Source: an optimization exercise on an open RTL-to-GDS flow (aim: small area, a short achievable clock period and few clock cycles per item). Production flows keep margins and buffers that such runs may drop.
The RTL was checked by simulation tests, not by an equivalence proof against the original design.
No activity file was given, so power comes from the tool's default toggle rates.

onyx:
==> module issue_ctrl, before the edit <==
module issue_ctrl (
  input  logic             clk_i,
  input  logic             rst_ni,
  input  logic             fetch_valid_i,
  output logic             fetch_ready_o,
  input  logic [32-1:0] fetch_pc_i,
  input  logic [2:0]       fetch_op_i,
  input  logic [4:0]       fetch_rd_i,
  input  logic [4:0]       fetch_rs1_i,
  input  logic [4:0]       fetch_rs2_i,
  input  logic [32-1:0] fetch_imm_i,
  input  logic             fetch_redirected_i,
  input  logic [32-1:0] next_pc_i,
  output logic [4:0]       de_rs1_o,
  output logic [4:0]       de_rs2_o,
  output logic [32-1:0] de_sel1_o,
  output logic [32-1:0] de_sel2_o,
  output logic             stall_o,
  output logic [32-1:0] ex1_pc_o,
  output logic [4:0]       ex1_sel_o,
  output logic             ex1_sub_o,
  output logic             ex1_jal_o,
  output logic             ex1_beq_o,
  output logic             ex1_mul_o,
  output logic [4:0]       ex1_rd_o,
  output logic [32-1:0] ex1_imm_o,
  output logic             ex1_done_o,
  output logic             redirect_valid_o,
  output logic [32-1:0] redirect_pc_o
);
  logic             de_valid_q;
  logic [32-1:0] de_pc_q;
  logic [2:0]       de_op_q;
  logic [4:0]       de_rd_q;
  logic [4:0]       de_rs1_q;
  logic [4:0]       de_rs2_q;
  logic [32-1:0] de_sel1_q;
  logic [32-1:0] de_sel2_q;
  logic [32-1:0] de_imm_q;
  logic             de_redirected_q;
  logic             ex1_valid_q;
  logic [32-1:0] ex1_pc_q;
  logic [4:0]       ex1_sel_q;
  logic             ex1_sub_q;
  logic             ex1_jal_q;
  logic             ex1_beq_q;
  logic             ex1_mul_q;
  logic [4:0]       ex1_rd_q;
  logic [32-1:0] ex1_imm_q;
  logic             ex1_redirected_q;
  logic             normal_q;
  logic [32-1:0] expected_pc_q;
  logic             stall_q;
  logic             ready_q;
  logic             redirect_q;
  logic             accept;
  logic [32-1:0] de_target;
  logic             de_mul_rd;
  logic             stall_d;
  logic             pc_match;
  logic             run;
  logic             redirect;
  assign accept        = fetch_valid_i && !stall_q;
  assign fetch_ready_o = ready_q;
  assign de_mul_rd     = de_valid_q && de_op_q == 3'd5 && de_rd_q != 5'd0;
  assign stall_d       = !stall_q && accept && de_mul_rd &&
                         (de_rd_q == fetch_rs1_i || de_rd_q == fetch_rs2_i);
  prefix_add #(.W(32)) add_target (
    .a_i (de_pc_q), .b_i (de_imm_q), .ci_i (1'b0), .sum_o (de_target)
  );
  assign pc_match   = ex1_pc_q == expected_pc_q;
  assign run        = normal_q ? pc_match : ex1_redirected_q;
  assign redirect   = ex1_valid_q && normal_q && !pc_match;
  assign ex1_done_o = ex1_valid_q && run;
  always_ff @(posedge clk_i or negedge rst_ni) begin
    if (!rst_ni) begin
      de_valid_q    <= 1'b0;
      ex1_valid_q   <= 1'b0;
      normal_q      <= 1'b0;
      expected_pc_q <= 32'h0000_0000;
      stall_q       <= 1'b0;
      ready_q       <= 1'b0;
      redirect_q    <= 1'b0;
    end else begin
      de_valid_q  <= accept || (stall_q && de_valid_q);
      ex1_valid_q <= de_valid_q && !stall_q;
      if (ex1_done_o) begin
        normal_q      <= 1'b1;
        expected_pc_q <= next_pc_i;
      end else if (redirect) begin
        normal_q <= 1'b0;
      end
      stall_q    <= stall_d;
      ready_q    <= !stall_d;
      redirect_q <= redirect;
    end
  end
  always_ff @(posedge clk_i) begin
    if (!stall_q) begin
      de_pc_q         <= fetch_pc_i;
      de_op_q         <= fetch_op_i;
      de_rd_q         <= fetch_rd_i;
      de_rs1_q        <= fetch_rs1_i;
      de_rs2_q        <= fetch_rs2_i;
      for (int i = 0; i < 32; i++) begin
        de_sel1_q[i] <= fetch_rs1_i == i;
        de_sel2_q[i] <= fetch_rs2_i == i;
      end
      de_imm_q        <= fetch_imm_i;
      de_redirected_q <= fetch_redirected_i;
    end
    ex1_pc_q         <= de_pc_q;
    ex1_sel_q[0]     <= de_op_q == 3'd0 || de_op_q == 3'd1;
    ex1_sel_q[1]     <= de_op_q == 3'd2;
    ex1_sel_q[2]     <= de_op_q == 3'd3;
    ex1_sel_q[3]     <= de_op_q == 3'd4;
    ex1_sel_q[4]     <= de_op_q == 3'd6 || de_op_q == 3'd7;
    ex1_sub_q        <= de_op_q == 3'd1;
    ex1_jal_q        <= de_op_q == 3'd7;
    ex1_beq_q        <= de_op_q == 3'd6;
    ex1_mul_q        <= de_op_q == 3'd5;
    ex1_rd_q         <= (de_op_q == 3'd6) ? 5'd0 : de_rd_q;
    if (de_op_q == 3'd6 || de_op_q == 3'd7) begin
      ex1_imm_q      <= de_target;
    end else if (de_op_q == 3'd1) begin
      ex1_imm_q      <= ~de_imm_q;
    end else begin
      ex1_imm_q      <= de_imm_q;
    end
    ex1_redirected_q <= de_redirected_q;
  end
  assign de_rs1_o  = de_rs1_q;
  assign de_rs2_o  = de_rs2_q;
  assign de_sel1_o = de_sel1_q;
  assign de_sel2_o = de_sel2_q;
  assign stall_o   = stall_q;
  assign ex1_pc_o  = ex1_pc_q;
  assign ex1_sel_o = ex1_sel_q;
  assign ex1_sub_o = ex1_sub_q;
  assign ex1_jal_o = ex1_jal_q;
  assign ex1_beq_o = ex1_beq_q;
  assign ex1_mul_o = ex1_mul_q;
  assign ex1_rd_o  = ex1_rd_q;
  assign ex1_imm_o = ex1_imm_q;
  assign redirect_valid_o = redirect_q;
  assign redirect_pc_o    = expected_pc_q;
endmodule
export LEC_CHECK = 0
export CAP_MARGIN = 20
export CORE_MARGIN = 2
export CORE_UTILIZATION = 55
export SLEW_MARGIN = 20
create_clock -name core_clock -period 15.5 [get_ports {clk_i}]
standard.sh (not shown) runs the stock make flow with config.mk's settings and CLKGATE_MAP_FILE= SYNTH_SCRIPT=/design/flow/synth_recipe.tcl, a recipe that flattens the netlist after the stock synthesis.
==> flow/flow/run.sh <==
#!/bin/bash
# The standard layout, with the resizer's setup repair (after floorplan,
# CTS and global route) aiming for slack beyond the clock period's, and a
# clock tree of fewer, larger sink clusters without dummy loads.
set -euo pipefail
bash standard.sh SETUP_SLACK_MARGIN=11 \
  "CTS_ARGS=-sink_clustering_enable -repair_clock_nets -sink_clustering_size 22 -sink_clustering_max_diameter 100 -dont_use_dummy_load" \
  finish > make_finish.log 2>&1
onyx has completed all stages; timing, DRC and antenna checks passed.
Testbench counts of onyx, summed over its fixed seeds: cycles 12,322, instrs 12,000.
Modified inputs, tundra compared to onyx
--- a/flow/design.v
+++ b/flow/design.v
@@ -1645,15 +1645,15 @@
       de_op_q         <= fetch_op_i;
       de_rd_q         <= fetch_rd_i;
       de_rs1_q        <= fetch_rs1_i;
       de_rs2_q        <= fetch_rs2_i;
-      for (int i = 0; i < 32; i++) begin
-        de_sel1_q[i] <= fetch_rs1_i == i;
-        de_sel2_q[i] <= fetch_rs2_i == i;
-      end
       de_imm_q        <= fetch_imm_i;
       de_redirected_q <= fetch_redirected_i;
     end
+    for (int i = 0; i < 32; i++) begin
+      de_sel1_q[i] <= (stall_q ? de_rs1_q : fetch_rs1_i) == i;
+      de_sel2_q[i] <= (stall_q ? de_rs2_q : fetch_rs2_i) == i;
+    end
     ex1_pc_q         <= de_pc_q;
     ex1_sel_q[0]     <= de_op_q == 3'd0 || de_op_q == 3'd1;
     ex1_sel_q[1]     <= de_op_q == 3'd2;
     ex1_sel_q[2]     <= de_op_q == 3'd3;
Results
- Hold slack on tundra is down relative to onyx.
- Compared with onyx, tundra shows routed wire length that has gone up slightly.
- Higher total internal power goes to onyx over tundra.
- Final worst-path cycle share delta (tundra -> onyx): insignificant
- tundra gives less portion of total power attributed to combinational logic than onyx did.
- As far as synthesized cell count is concerned, onyx and tundra perform about the same.
Testbench counts of tundra, summed over its fixed seeds: cycles 12,322, instrs 12,000.

static timing again, ports no longer ideal:
Ports are ideal in the flow. The routed layouts listed here were re-timed in OpenROAD. Step 1: set_driving_cell puts a clkbuf_16 on clk_i and a buf_2 on each other input, an assumption about the parent block. Step 2 times the ports against the registers' clock, not the clock port: input delays grow and output delays shrink by t, the midpoint of the rising clock arrivals with the driver on. Slacks: no drivers / after step 1 / after step 2; pairs: no drivers / after step 1.
run	t (ns)	slack for setup (ns)	latest minus earliest clock arrival (ns)	worst register clock-pin slew, ns	pins driven straight from the clock port
onyx	0.783	11.029 / 10.944 / 10.573	0.158 / 0.157	0.10 / 0.10	1
tundra	0.790	11.014 / 10.931 / 10.824	0.129 / 0.129	0.10 / 0.10	1
After both steps every run listed still meets setup and hold. The setup slack of onyx, which loses most, moves by -0.085 ns with the drivers and by -0.456 ns with both steps.
